Source: an optimization exercise on an open RTL-to-GDS flow (aim: small area). Production flows keep margins and buffers that such runs may drop. The RTL was checked by simulation tests, not by an equivalence proof against the original design. No activity file was given, so power comes from the tool's default toggle rates.

==> yarrow <==
==> flow/design.v (excerpt) <==
module legv8_decode_regfile (
  input  logic        clk,
  input  logic        rst_n,
  input  logic [31:0] instruction,
  input  logic [31:0] write_data,
  output logic [4:0]  register1,
  output logic [4:0]  register2,
  output logic [4:0]  write_register,
  output logic [31:0] immediate,
  output logic        reg2loc,
  output logic        uncondbranch,
  output logic        branch,
  output logic        mem_read,
  output logic        mem_to_reg,
  output logic        mem_write,
  output logic        alu_src,
  output logic        reg_write,
  output logic [1:0]  alu_op,
  output logic [31:0] data1,
  output logic [31:0] data2
);
  localparam logic [5:0]  OP_B    = 6'b000101;
  localparam logic [5:0]  OP_BL   = 6'b100101;
  localparam logic [7:0]  OP_CBZ  = 8'b10110100;
  localparam logic [7:0]  OP_CBNZ = 8'b10110101;
  localparam logic [8:0]  OP_MOVZ = 9'b111100101;
  localparam logic [9:0]  OP_ADDI = 10'b1001000100;
  localparam logic [9:0]  OP_SUBI = 10'b1101000100;
  localparam logic [10:0] OP_ADD  = 11'b10001011000;
  localparam logic [10:0] OP_SUB  = 11'b11001011000;
  localparam logic [10:0] OP_AND  = 11'b10001010000;
  localparam logic [10:0] OP_ORR  = 11'b10101010000;
  localparam logic [10:0] OP_LDUR = 11'b11111000010;
  localparam logic [10:0] OP_STUR = 11'b11111000000;
  localparam logic [4:0]  XZR     = 5'd31;
  localparam logic [4:0]  LINK    = 5'd30;
  logic        is_bl_s;
  logic        is_rtype_s;
  logic [31:0] rd2_s;
  assign is_bl_s    = (instruction[31:26] == OP_BL);
  assign is_rtype_s = (instruction[31:21] == OP_ADD) || (instruction[31:21] == OP_SUB) ||
                      (instruction[31:21] == OP_AND) || (instruction[31:21] == OP_ORR);
  always_comb begin
    reg2loc      = 1'b0;
    uncondbranch = 1'b0;
    branch       = 1'b0;
    mem_read     = 1'b0;
    mem_to_reg   = 1'b0;
    mem_write    = 1'b0;
    alu_src      = 1'b0;
    reg_write    = 1'b0;
    alu_op       = 2'b00;
    immediate    = 32'd0;
    if (instruction[31:26] == OP_B) begin
      uncondbranch = 1'b1;
      immediate    = {{6{instruction[25]}}, instruction[25:0]};
    end else if (is_bl_s) begin
      uncondbranch = 1'b1;
      reg_write    = 1'b1;
      immediate    = {{6{instruction[25]}}, instruction[25:0]};
    end else if ((instruction[31:24] == OP_CBZ) || (instruction[31:24] == OP_CBNZ)) begin
  ...
==> module legv8_decode_regfile, before the edit <==
module legv8_decode_regfile (
  input  logic        clk,
  input  logic        rst_n,
  input  logic [31:0] instruction,
  input  logic [31:0] write_data,
  output logic [4:0]  register1,
  output logic [4:0]  register2,
  output logic [4:0]  write_register,
  output logic [31:0] immediate,
  output logic        reg2loc,
  output logic        uncondbranch,
  output logic        branch,
  output logic        mem_read,
  output logic        mem_to_reg,
  output logic        mem_write,
  output logic        alu_src,
  output logic        reg_write,
  output logic [1:0]  alu_op,
  output logic [31:0] data1,
  output logic [31:0] data2
);
  localparam logic [5:0]  OP_B    = 6'b000101;
  localparam logic [5:0]  OP_BL   = 6'b100101;
  localparam logic [7:0]  OP_CBZ  = 8'b10110100;
  localparam logic [7:0]  OP_CBNZ = 8'b10110101;
  localparam logic [8:0]  OP_MOVZ = 9'b111100101;
  localparam logic [9:0]  OP_ADDI = 10'b1001000100;
  localparam logic [9:0]  OP_SUBI = 10'b1101000100;
  localparam logic [10:0] OP_ADD  = 11'b10001011000;
  localparam logic [10:0] OP_SUB  = 11'b11001011000;
  localparam logic [10:0] OP_AND  = 11'b10001010000;
  localparam logic [10:0] OP_ORR  = 11'b10101010000;
  localparam logic [10:0] OP_LDUR = 11'b11111000010;
  localparam logic [10:0] OP_STUR = 11'b11111000000;
  localparam logic [4:0]  XZR     = 5'd31;
  localparam logic [4:0]  LINK    = 5'd30;
  logic        is_bl_s;
  logic        is_rtype_s;
  logic [31:0] rd2_s;
  assign is_bl_s    = (instruction[31:26] == OP_BL);
  assign is_rtype_s = (instruction[31:21] == OP_ADD) || (instruction[31:21] == OP_SUB) ||
                      (instruction[31:21] == OP_AND) || (instruction[31:21] == OP_ORR);
  always_comb begin
    reg2loc      = 1'b0;
    uncondbranch = 1'b0;
    branch       = 1'b0;
    mem_read     = 1'b0;
    mem_to_reg   = 1'b0;
    mem_write    = 1'b0;
    alu_src      = 1'b0;
    reg_write    = 1'b0;
    alu_op       = 2'b00;
    immediate    = 32'd0;
    if (instruction[31:26] == OP_B) begin
      uncondbranch = 1'b1;
      immediate    = {{6{instruction[25]}}, instruction[25:0]};
    end else if (is_bl_s) begin
      uncondbranch = 1'b1;
      reg_write    = 1'b1;
      immediate    = {{6{instruction[25]}}, instruction[25:0]};
    end else if ((instruction[31:24] == OP_CBZ) || (instruction[31:24] == OP_CBNZ)) begin
      reg2loc   = 1'b1;
      branch    = 1'b1;
      alu_op    = 2'b01;
      immediate = {{13{instruction[23]}}, instruction[23:5]};
    end else if (instruction[31:23] == OP_MOVZ) begin
      alu_src   = 1'b1;
      reg_write = 1'b1;
      alu_op    = 2'b11;
      immediate = {16'd0, instruction[20:5]};
    end else if ((instruction[31:22] == OP_ADDI) || (instruction[31:22] == OP_SUBI)) begin
      alu_src   = 1'b1;
      reg_write = 1'b1;
      alu_op    = 2'b10;
      immediate = {{20{instruction[21]}}, instruction[21:10]};
    end else if (is_rtype_s) begin
      reg_write = 1'b1;
      alu_op    = 2'b10;
    end else if (instruction[31:21] == OP_LDUR) begin
      alu_src    = 1'b1;
      mem_to_reg = 1'b1;
      reg_write  = 1'b1;
      mem_read   = 1'b1;
      immediate  = {{23{instruction[20]}}, instruction[20:12]};
    end else if (instruction[31:21] == OP_STUR) begin
      reg2loc   = 1'b1;
      alu_src   = 1'b1;
      mem_write = 1'b1;
      immediate = {{23{instruction[20]}}, instruction[20:12]};
    end else begin
      immediate = 32'd0;
    end
  end
  assign register1      = instruction[9:5];
  assign register2      = reg2loc ? instruction[4:0] : instruction[20:16];
  assign write_register = is_bl_s ? LINK : instruction[4:0];
  logic [31:0] mem_q [31];
  logic [30:0] valid_q;
  logic [30:0] we_s;
  logic [30:0] sel1_s;
  logic [30:0] sel2_s;
  logic [991:0] words_s;
  for (genvar i = 0; i < 31; i++) begin : g_words
    assign words_s[32*i +: 32] = mem_q[i];
  end
  logic [3:0] we_lo_s, rd1_lo_s, rd2_lo_s;
  logic [7:0] we_hi_s, rd1_hi_s, rd2_hi_s;
  always_comb begin
    for (int j = 0; j < 4; j++) begin
      we_lo_s[j]  = reg_write && (write_register[1:0] == 2'(j));
      rd1_lo_s[j] = (register1[1:0] == 2'(j));
      rd2_lo_s[j] = !alu_src && (register2[1:0] == 2'(j));
    end
    for (int k = 0; k < 8; k++) begin
      we_hi_s[k]  = (write_register[4:2] == 3'(k));
      rd1_hi_s[k] = (register1[4:2] == 3'(k));
      rd2_hi_s[k] = (register2[4:2] == 3'(k));
    end
    for (int i = 0; i < 31; i++) begin
      we_s[i]   = we_lo_s[i % 4] && we_hi_s[i / 4];
      sel1_s[i] = valid_q[i] && rd1_lo_s[i % 4] && rd1_hi_s[i / 4];
      sel2_s[i] = valid_q[i] && rd2_lo_s[i % 4] && rd2_hi_s[i / 4];
    end
  end
  legv8_read_port #(.HAS_EXTRA(1'b0)) rp1 (.sel(sel1_s), .words(words_s), .ext_en(1'b0), .extra(32'd0),
                       .data(data1));
  legv8_read_port rp2 (.sel(sel2_s), .words(words_s), .ext_en(alu_src), .extra(immediate),
                       .data(data2));
  always_ff @(posedge clk or negedge rst_n) begin
    if (!rst_n) begin
      valid_q <= '0;
    end else begin
      valid_q <= valid_q | we_s;
    end
  end
  logic [31:0] mem_d [31];
  for (genvar i = 0; i < 31; i++) begin : g_row
    legv8_hold_row u_hold (
      .we(we_s[i]), .we_n(!we_s[i]), .wdata(write_data), .q(mem_q[i]), .d(mem_d[i])
    );
  end
  always_ff @(posedge clk) begin
    for (int i = 0; i < 31; i++) begin
      mem_q[i] <= mem_d[i];
    end
  end
endmodule
clock: 8.0 ns
lec_check: 0
cap_margin: 20
core_margin: 2
core_utilization: 40
setup_slack_margin: 0.1
slew_margin: 20
synth_hierarchical: 1
synth_minimum_keep_size: 0
standard.sh (not shown) runs the stock make flow with config.mk's settings and CLKGATE_MAP_FILE= SYNTH_SCRIPT=/design/flow/synth_recipe.tcl, a recipe that flattens the netlist after the stock synthesis.
==> flow/flow/run.sh <==
#!/bin/bash
# Layout flow: the standard ORFS flow (standard.sh) with two changes.
#  - Port buffers use the smallest buffer (buf_1) instead of the default
#    pick; every input and output port still gets its own buffer.
#  - Clock tree: clkbuf_8 with sink clusters of up to 14 flops and no
#    dummy loads; the tree stays balanced and drives every register.
# The make output goes to flow_make.log here; ORFS keeps each step's own
# log under orfs/logs/.
set -euo pipefail
export BUFFER_PORTS_ARGS="-buffer_cell sky130_fd_sc_hd__buf_1"
export CTS_ARGS="-sink_clustering_enable -repair_clock_nets -dont_use_dummy_load -buf_list sky130_fd_sc_hd__clkbuf_8 -sink_clustering_size 14 -sink_clustering_max_diameter 60"
bash standard.sh > flow_make.log 2>&1
==> willow: changes against yarrow <==
--- a/flow/design.v
+++ b/flow/design.v
@@ -98,55 +98,37 @@
   logic [30:0] valid_q;
   logic [30:0] we_s;
   logic [30:0] sel1_s;
   logic [30:0] sel2_s;
   logic [991:0] words_s;
   for (genvar i = 0; i < 31; i++) begin : g_words
     assign words_s[32*i +: 32] = mem_q[i];
   end
-  logic [3:0] we_lo_s, rd1_lo_s, rd2_lo_s;
-  logic [7:0] we_hi_s, rd1_hi_s, rd2_hi_s;
   always_comb begin
-    for (int j = 0; j < 4; j++) begin
-      we_lo_s[j]  = reg_write && (write_register[1:0] == 2'(j));
-      rd1_lo_s[j] = (register1[1:0] == 2'(j));
-      rd2_lo_s[j] = !alu_src && (register2[1:0] == 2'(j));
-    end
-    for (int k = 0; k < 8; k++) begin
-      we_hi_s[k]  = (write_register[4:2] == 3'(k));
-      rd1_hi_s[k] = (register1[4:2] == 3'(k));
-      rd2_hi_s[k] = (register2[4:2] == 3'(k));
-    end
     for (int i = 0; i < 31; i++) begin
-      we_s[i]   = we_lo_s[i % 4] && we_hi_s[i / 4];
-      sel1_s[i] = valid_q[i] && rd1_lo_s[i % 4] && rd1_hi_s[i / 4];
-      sel2_s[i] = valid_q[i] && rd2_lo_s[i % 4] && rd2_hi_s[i / 4];
+      we_s[i]   = reg_write && (write_register == 5'(i));
+      sel1_s[i] = valid_q[i] && (register1 == 5'(i));
+      sel2_s[i] = valid_q[i] && !alu_src && (register2 == 5'(i));
     end
   end
   legv8_read_port #(.HAS_EXTRA(1'b0)) rp1 (.sel(sel1_s), .words(words_s), .ext_en(1'b0), .extra(32'd0),
                        .data(data1));
   legv8_read_port rp2 (.sel(sel2_s), .words(words_s), .ext_en(alu_src), .extra(immediate),
                        .data(data2));
   always_ff @(posedge clk or negedge rst_n) begin
     if (!rst_n) begin
       valid_q <= '0;
     end else begin
       valid_q <= valid_q | we_s;
     end
   end
-  logic [31:0] mem_d [31];
-  for (genvar i = 0; i < 31; i++) begin : g_row
-    legv8_hold_row u_hold (
-      .we(we_s[i]), .we_n(!we_s[i]), .wdata(write_data), .q(mem_q[i]), .d(mem_d[i])
-    );
-  end
   always_ff @(posedge clk) begin
     for (int i = 0; i < 31; i++) begin
-      mem_q[i] <= mem_d[i];
+      if (we_s[i]) mem_q[i] <= write_data;
     end
   end
 endmodule
 module legv8_read_port #(
   parameter bit HAS_EXTRA = 1'b1
 ) (
   input  logic [30:0]  sel,
   input  logic [991:0] words,
@@ -160,44 +142,31 @@
       legv8_aoi222 u_aoi (
         .a1(sel[3*g]),   .a2(words[32*(3*g)+b]),
         .b1(sel[3*g+1]), .b2(words[32*(3*g+1)+b]),
         .c1(sel[3*g+2]), .c2(words[32*(3*g+2)+b]),
         .y(grp_n[g])
       );
     end
     if (HAS_EXTRA) begin : g_ext
-      logic last_s;
-      legv8_ao22 u_ao_last (
+      legv8_aoi22 u_aoi_last (
         .a1(sel[30]), .a2(words[32*30+b]),
         .b1(ext_en),  .b2(extra[b]),
-        .x(last_s)
+        .y(grp_n[10])
       );
-      assign grp_n[10] = ~last_s;
     end else begin : g_noext
       assign grp_n[10] = ~(sel[30] & words[32*30+b]);
     end
     assign data[b] = ~&grp_n;
   end
+endmodule
+module legv8_aoi22 (
+  input  logic a1, a2, b1, b2,
+  output logic y
+);
+  assign y = ~((a1 & a2) | (b1 & b2));
 endmodule
 module legv8_aoi222 (
   input  logic a1, a2, b1, b2, c1, c2,
   output logic y
 );
   assign y = ~((a1 & a2) | (b1 & b2) | (c1 & c2));
 endmodule
-module legv8_hold_row (
-  input  logic        we,
-  input  logic        we_n,
-  input  logic [31:0] wdata,
-  input  logic [31:0] q,
-  output logic [31:0] d
-);
-  for (genvar b = 0; b < 32; b++) begin : g_bit
-    legv8_ao22 u_ao (.a1(we), .a2(wdata[b]), .b1(we_n), .b2(q[b]), .x(d[b]));
-  end
-endmodule
-module legv8_ao22 (
-  input  logic a1, a2, b1, b2,
-  output logic x
-);
-  assign x = (a1 & a2) | (b1 & b2);
-endmodule
==> flow/run.sh (new file) <==
#!/bin/bash
# synth_recipe.tcl (not shown) runs the flow's synth.tcl, then flattens the netlist and writes it again
# the make line also repeats each setting of config.mk as NAME=value (left out here)
make -C /OpenROAD-flow-scripts/flow DESIGN_CONFIG=/design/flow/config.mk WORK_HOME=/design/flow/orfs CLKGATE_MAP_FILE= SYNTH_SCRIPT=/design/flow/synth_recipe.tcl finish
CORE_UTILIZATION = 65   (was 40)
CTS_BUF_LIST = sky130_fd_sc_hd__clkbuf_8   (was default)
removed: flow/flow/run.sh
removed: flow/standard.sh
==> xenon: changes against yarrow <==
--- a/flow/design.v
+++ b/flow/design.v
@@ -98,33 +98,21 @@
   logic [30:0] valid_q;
   logic [30:0] we_s;
   logic [30:0] sel1_s;
   logic [30:0] sel2_s;
   logic [991:0] words_s;
   for (genvar i = 0; i < 31; i++) begin : g_words
     assign words_s[32*i +: 32] = mem_q[i];
   end
-  logic [3:0] we_lo_s, rd1_lo_s, rd2_lo_s;
-  logic [7:0] we_hi_s, rd1_hi_s, rd2_hi_s;
   always_comb begin
-    for (int j = 0; j < 4; j++) begin
-      we_lo_s[j]  = reg_write && (write_register[1:0] == 2'(j));
-      rd1_lo_s[j] = (register1[1:0] == 2'(j));
-      rd2_lo_s[j] = !alu_src && (register2[1:0] == 2'(j));
-    end
-    for (int k = 0; k < 8; k++) begin
-      we_hi_s[k]  = (write_register[4:2] == 3'(k));
-      rd1_hi_s[k] = (register1[4:2] == 3'(k));
-      rd2_hi_s[k] = (register2[4:2] == 3'(k));
-    end
     for (int i = 0; i < 31; i++) begin
-      we_s[i]   = we_lo_s[i % 4] && we_hi_s[i / 4];
-      sel1_s[i] = valid_q[i] && rd1_lo_s[i % 4] && rd1_hi_s[i / 4];
-      sel2_s[i] = valid_q[i] && rd2_lo_s[i % 4] && rd2_hi_s[i / 4];
+      we_s[i]   = reg_write && (write_register == 5'(i));
+      sel1_s[i] = valid_q[i] && (register1 == 5'(i));
+      sel2_s[i] = valid_q[i] && !alu_src && (register2 == 5'(i));
     end
   end
   legv8_read_port #(.HAS_EXTRA(1'b0)) rp1 (.sel(sel1_s), .words(words_s), .ext_en(1'b0), .extra(32'd0),
                        .data(data1));
   legv8_read_port rp2 (.sel(sel2_s), .words(words_s), .ext_en(alu_src), .extra(immediate),
                        .data(data2));
   always_ff @(posedge clk or negedge rst_n) begin
     if (!rst_n) begin
SETUP_SLACK_MARGIN = 0.3   (was 0.1)
==> run notes <==
| quantity | willow | xenon | yarrow |
|---|---|---|---|
| Final core area utilization | 0.773 | 0.451 | 0.450 |
| Total routing resource utilization after global routing | 0.513 | 0.369 | 0.354 |
| Period minus WS final | 7.93 ns | 7.58 ns | 7.73 ns |
| Via count of the routed design | 34,400 | 41,000 | 39,600 |
| Power per standard cell area | 209 mW/mm^2 | 184 mW/mm^2 | 184 mW/mm^2 |
| Sequential fraction of design power | 0.576 | 0.631 | 0.636 |
| Wirelength per Cell | 45.9 um | 40.0 um | 38.4 um |
| CTS H-tree depth | 4 | 3 | 3 |
| Final worst hold slack | 0.491 ns | 0.481 ns | 0.481 ns |
| Internal power | 7.93 mW | 6.23 mW | 6.23 mW |
| Status | timing/DRC/antenna clean | timing/DRC/antenna clean | timing/DRC/antenna clean |
| Number of global-route vias before repair | 33,000 | 36,700 | 35,400 |
| Tightest slew margin relative to the limit | 0.137 | 0.109 | 0.212 |
| Number of filler instances in the final layout | 3,590 | 9,424 | 9,235 |
| Stage delay of the slowest cell on the critical path | 0.92 ns | 1.16 ns | 0.92 ns |
| Synthesized instance count | 2,359 | 3,374 | 3,318 |
| Die Span X | 257 um | 322 um | 320 um |
| Met3 track demand over resource | 0.276 | 0.140 | 0.116 |
| Pin count of the biggest net entering global routing | 33 | 49 | 35 |
| Max Clk Rate | 126 MHz | 132 MHz | 129 MHz |
| Hold-critical path endpoint | valid_q[2] | valid_q[0] | valid_q[26] |

[static timing again, ports no longer ideal]
The flow's constraints put no driver on any port. The routed layouts listed below were extracted and timed again, unchanged, in two steps. Step 1 assumes that a clkbuf_16 drives the clock port and a buf_2 every other input. Step 2 moves the port delays by t, midway between the first and last clock arrival at a register: inputs arrive t later, outputs are due t later. That takes back most of the time a late clock gives input paths. Slacks: ideal ports / drivers / drivers and shift; pairs: ideal ports / drivers.
run | t (ns) | setup WS [ns] | latest minus earliest clock arrival (ns) | cell pins on the clock port's net
yarrow | 0.791 | 0.269 / 0.249 / 0.249 | 0.084 / 0.084 | 1
willow | 0.892 | 0.069 / 0.041 / 0.041 | 0.068 / 0.068 | 1
xenon | 0.813 | 0.423 / 0.396 / 0.396 | 0.113 / 0.114 | 1
After both steps setup and hold are still met in every run listed. The setup slack of willow, which loses most, moves by -0.028 ns with the drivers and by -0.028 ns with both steps.
